Context: an optimization exercise on an open-source flow, tuned for small area and a short achievable clock period. The choices shown serve that exercise and are no tape-out recipe.
In this exercise RTL edits were held to simulation tests only and were not proved equivalent to the original.
No activity file was given, so power comes from the tool's default toggle rates.

== harbor ==
==> flow/design.v (excerpt) <==
module executeUnit (
    input  logic                        clk_i,
    input  logic                        rstN_i,
    input  logic                        rdWriteEnable_i,
    input  logic [exPkg::regAddrW-1:0]  rdAddr_i,
    input  logic [exPkg::addrW-1:0]     instAddr_i,
    input  logic [exPkg::xlen-1:0]      rs1ReadData_i,
    input  logic [exPkg::xlen-1:0]      rs2ReadData_i,
    input  logic [exPkg::xlen-1:0]      imm_i,
    input  logic [exPkg::opW-1:0]       opCode_i,
    input  logic [exPkg::f3W-1:0]       funct3_i,
    input  logic [exPkg::f7W-1:0]       funct7_i,
    input  logic [exPkg::shamtW-1:0]    shamt_i,
    input  logic                        valid_i,
    input  logic                        ready_i,
    input  logic [exPkg::pidW-1:0]      way0PId_i,
    output logic                        rdWriteEnable_o,
    output logic [exPkg::regAddrW-1:0]  rdAddr_o,
    output logic [exPkg::xlen-1:0]      rdData_o,
    output logic                        valid_o,
    output logic                        ready_o,
    output logic [exPkg::pidW-1:0]      way0PId_o,
    output logic [exPkg::f3W-1:0]       funct3_o,
    output logic [exPkg::addrW-1:0]     readAddr_o,
    output logic [exPkg::addrW-1:0]     writeAddr_o,
    output logic [exPkg::xlen-1:0]      writeData_o,
    output logic [exPkg::sizeW-1:0]     writeMask_o,
    output logic                        jumpFlag_o,
    output logic [exPkg::addrW-1:0]     jumpAddr_o
);
    localparam int ADDK = 2;
    localparam int TGTK = 2;
    logic [63:0] a;
    logic [63:0] b;
    logic [31:0] pc;
    logic [2:0]  f3;
    assign a = rs1ReadData_i;
    assign b = rs2ReadData_i;
    assign pc = instAddr_i;
    assign f3 = funct3_i;
    logic isOp, isOp32, isOpImm, isOpImm32, isLui, isAuipc, isJal, isJalr;
    logic isBranch, isLoad, isStore;
    logic isReg, isWord, isAlu, isAlu64;
    logic f3Sh, kBase, kAlt;
  ...
Size: ~3800 cells after synthesis, ~500 I/O pins, about 20000 um^2 of cells after synthesis.
Settings: LEC_CHECK=0, ABC_AREA=1, CAP_MARGIN=20, CORE_MARGIN=2, CORE_UTILIZATION=40, SETUP_SLACK_MARGIN=2.75, SLEW_MARGIN=20; clock period 7.5 ns.
standard.sh (not shown) runs the stock make flow with config.mk's settings and CLKGATE_MAP_FILE= SYNTH_SCRIPT=/design/flow/synth_recipe.tcl, a recipe that flattens the netlist after the stock synthesis.
==> flow/flow/run.sh <==
#!/bin/bash
# The standard layout (standard.sh), with these changes:
#  - the port buffers use the smallest buffer (sky130_fd_sc_hd__buf_1)
#    instead of the default delay buffer; every port still gets one;
#  - the full and half adder cells are left out of synthesis's cell choice,
#    so ABC maps the adders from plain gates (faster carry paths);
#  - up to 10 antenna repair rounds after detailed routing.
# Registers are untouched. standard.sh's output goes to standard.log; each
# ORFS step keeps its own log under orfs/logs.
set -euo pipefail
DU="$(grep -A60 '^export DONT_USE_CELLS' "$FLOW_HOME/platforms/sky130hd/config.mk" | sed '/^#/,$d' | grep -o 'sky130_fd_sc_hd__[a-z0-9_]*' | tr '\n' ' ')"
DU="$DU sky130_fd_sc_hd__fa_1 sky130_fd_sc_hd__fa_2 sky130_fd_sc_hd__fa_4 sky130_fd_sc_hd__ha_1 sky130_fd_sc_hd__ha_2 sky130_fd_sc_hd__ha_4"
echo "DONT_USE_CELLS=$DU" > run_settings.log
bash standard.sh "MAX_REPAIR_ANTENNAS_ITER_DRT=10" "BUFFER_PORTS_ARGS=-buffer_cell sky130_fd_sc_hd__buf_1" "DONT_USE_CELLS=$DU" finish > standard.log 2>&1
[inputs] fjord vs harbor
diff --git a/flow/design.v b/flow/design.v
--- a/flow/design.v
+++ b/flow/design.v
@@ -245,74 +245,64 @@
         .a_i(pc), .b_i(tgtB), .c_i(1'b0), .s_o(tgt[31:0]), .c_o(tgt[32]), .p_o(tgtP), .g_o(tgtG)
     );
     logic [5:0]  shAmt;
     logic [63:0] shRes;
     assign shAmt = fReg ? {b[5] & ~op[3], b[4:0]} : {shamt_i[5] & ~op[3], shamt_i[4:0]};
     exShift u_shift (
         .a_i(a), .amt_i(shAmt), .left_i(~f3[2]), .word_i(op[3]), .arith_i(funct7_i[5]), .r_o(shRes)
     );
     logic [63:0] shRev;
     always_comb begin
         for (int i = 0; i < 64; i++) shRev[i] = shRes[63 - i];
     end
-    logic [63:0] dataQn;
-    logic [31:0] addrQn;
     logic selAdd, selSl, selSr, selSlt, selSltu, selXor, selOr, selAnd;
     logic [63:0] res;
     assign selAdd  = (isAlu & (f3 == 3'b000) & (kBase | (isReg & kAlt)))
                    | isAuipc | isJal | isLui;
     assign selSl   = isAlu & (f3 == 3'b001) & kBase;
     assign selSr   = isAlu & (f3 == 3'b101) & (kBase | kAlt);
     assign selSlt  = isAlu64 & (f3 == 3'b010) & kBase;
     assign selSltu = isAlu64 & (f3 == 3'b011) & kBase;
     assign selXor  = isAlu64 & (f3 == 3'b100) & kBase;
     assign selOr   = isAlu64 & (f3 == 3'b110) & kBase;
     assign selAnd  = isAlu64 & (f3 == 3'b111) & kBase;
-    logic rdy, hold;
-    assign rdy = ready_i;
-    assign hold = ~ready_i;
     always_comb begin
-        res = ({64{selAdd & rdy}} & sum)
-            | ({64{selSr & rdy}} & shRes)
-            | ({64{selSl & rdy}} & shRev)
-            | ({64{selXor & rdy}} & xorV)
-            | ({64{selOr & rdy}} & orV)
-            | ({64{selAnd & rdy}} & andV)
-            | ({64{isJalr & rdy}} & {31'b0, tgt})
-            | ({64{isStore & rdy}} & b)
-            | ({64{hold}} & ~dataQn);
-        res[0] = res[0] | (selSlt & rdy & lt) | (selSltu & rdy & ltu);
+        res = ({64{selAdd}} & sum)
+            | ({64{selSr}} & shRes)
+            | ({64{selSl}} & shRev)
+            | ({64{selXor}} & xorV)
+            | ({64{selOr}} & orV)
+            | ({64{selAnd}} & andV)
+            | ({64{isJalr}} & {31'b0, tgt})
+            | ({64{isStore}} & b);
+        res[0] = res[0] | (selSlt & lt) | (selSltu & ltu);
     end
     logic [31:0] addrD;
-    logic        selTgt, selEa;
-    assign selTgt = (isJal | isBranch) & rdy;
-    assign selEa = ~(isJal | isBranch) & rdy;
-    assign addrD = ({32{selTgt}} & tgt[31:0]) | ({32{selEa}} & {sum[31:1], sum[0] & ~isJalr})
-                 | ({32{hold}} & ~addrQn);
+    assign addrD = (isJal | isBranch) ? tgt[31:0] : {sum[31:1], sum[0] & ~isJalr};
+    logic [63:0] dataQn;
+    logic [31:0] addrQn;
     logic [2:0]  f3Qn;
     logic        wordQ;
     logic        rdQn, ldQn, stQn, jmpQn, jmpTQ, brQ, validQ, weQ;
     logic        eqQ, ltQ, ltuQ, takenQ;
     logic [4:0]  raQ;
     logic [1:0]  pidQ;
     always_ff @(posedge clk_i) begin
-        dataQn <= ~res;
-        addrQn <= ~addrD;
-    end
-    always_ff @(posedge clk_i) begin
         if (ready_i) begin
+            dataQn <= ~res;
             wordQ <= fWord;
             eqQ <= eq;
             ltQ <= lt;
             ltuQ <= ltu;
+            addrQn <= ~addrD;
             f3Qn <= ~f3;
         end
     end
     always_ff @(posedge clk_i) begin
         if (!rstN_i) begin
             rdQn <= 1'b1;
             ldQn <= 1'b1;
             stQn <= 1'b1;
             jmpQn <= 1'b1;
             jmpTQ <= 1'b0;
             brQ <= 1'b0;
             validQ <= 1'b0;
Findings:
- fjord closes out successfully: all stages finished, all timing, DRC and antenna checks passed.
- fjord against harbor: part of the total power dissipated in the clock network now sits lower, power per cell area shows an increase of 5.3 nW/um^2, number of hold violations in the final report about even, routed wire length moved up, floorplan die width moved up.
- For harbor, the startpoint of the most critical setup path was funct3_i[2], unlike fjord, where it was rs1ReadData_i[31].
- Against harbor, fjord comes in 1 lower on number of logic stages on the critical path including buffering.

-- port drivers added, routing unchanged --
No port has a modelled driver above. Below, the same layouts with a new extraction and two added sets of constraints.
Step 1 (the two cells are an assumption about what drives the block):
set clk [get_ports {clk_i}]
set_driving_cell -lib_cell sky130_fd_sc_hd__clkbuf_16 $clk
set_driving_cell -lib_cell sky130_fd_sc_hd__buf_2 [delete_from_list [all_inputs] $clk]
Step 2 times the ports against the registers' clock, not the clock port: input delays grow and output delays shrink by t, the midpoint of the rising clock arrivals with the driver on.
Slacks: no drivers / after step 1 / after step 2; pairs: no drivers / after step 1.
run	shift t [ns]	slack for setup (ns)	worst setup path after step 2	latest minus earliest clock arrival (ns)	worst register clock-pin slew, ns
harbor	0.572	2.736 / 2.777 / 2.205	input to register	0.017 / 0.018	0.07 / 0.07
fjord	0.492	2.662 / 2.637 / 2.145	input to register	0.016 / 0.016	0.07 / 0.07
After both steps every run listed still meets setup and hold. The setup slack of harbor, which loses most, moves by +0.041 ns with the drivers and by -0.531 ns with both steps.
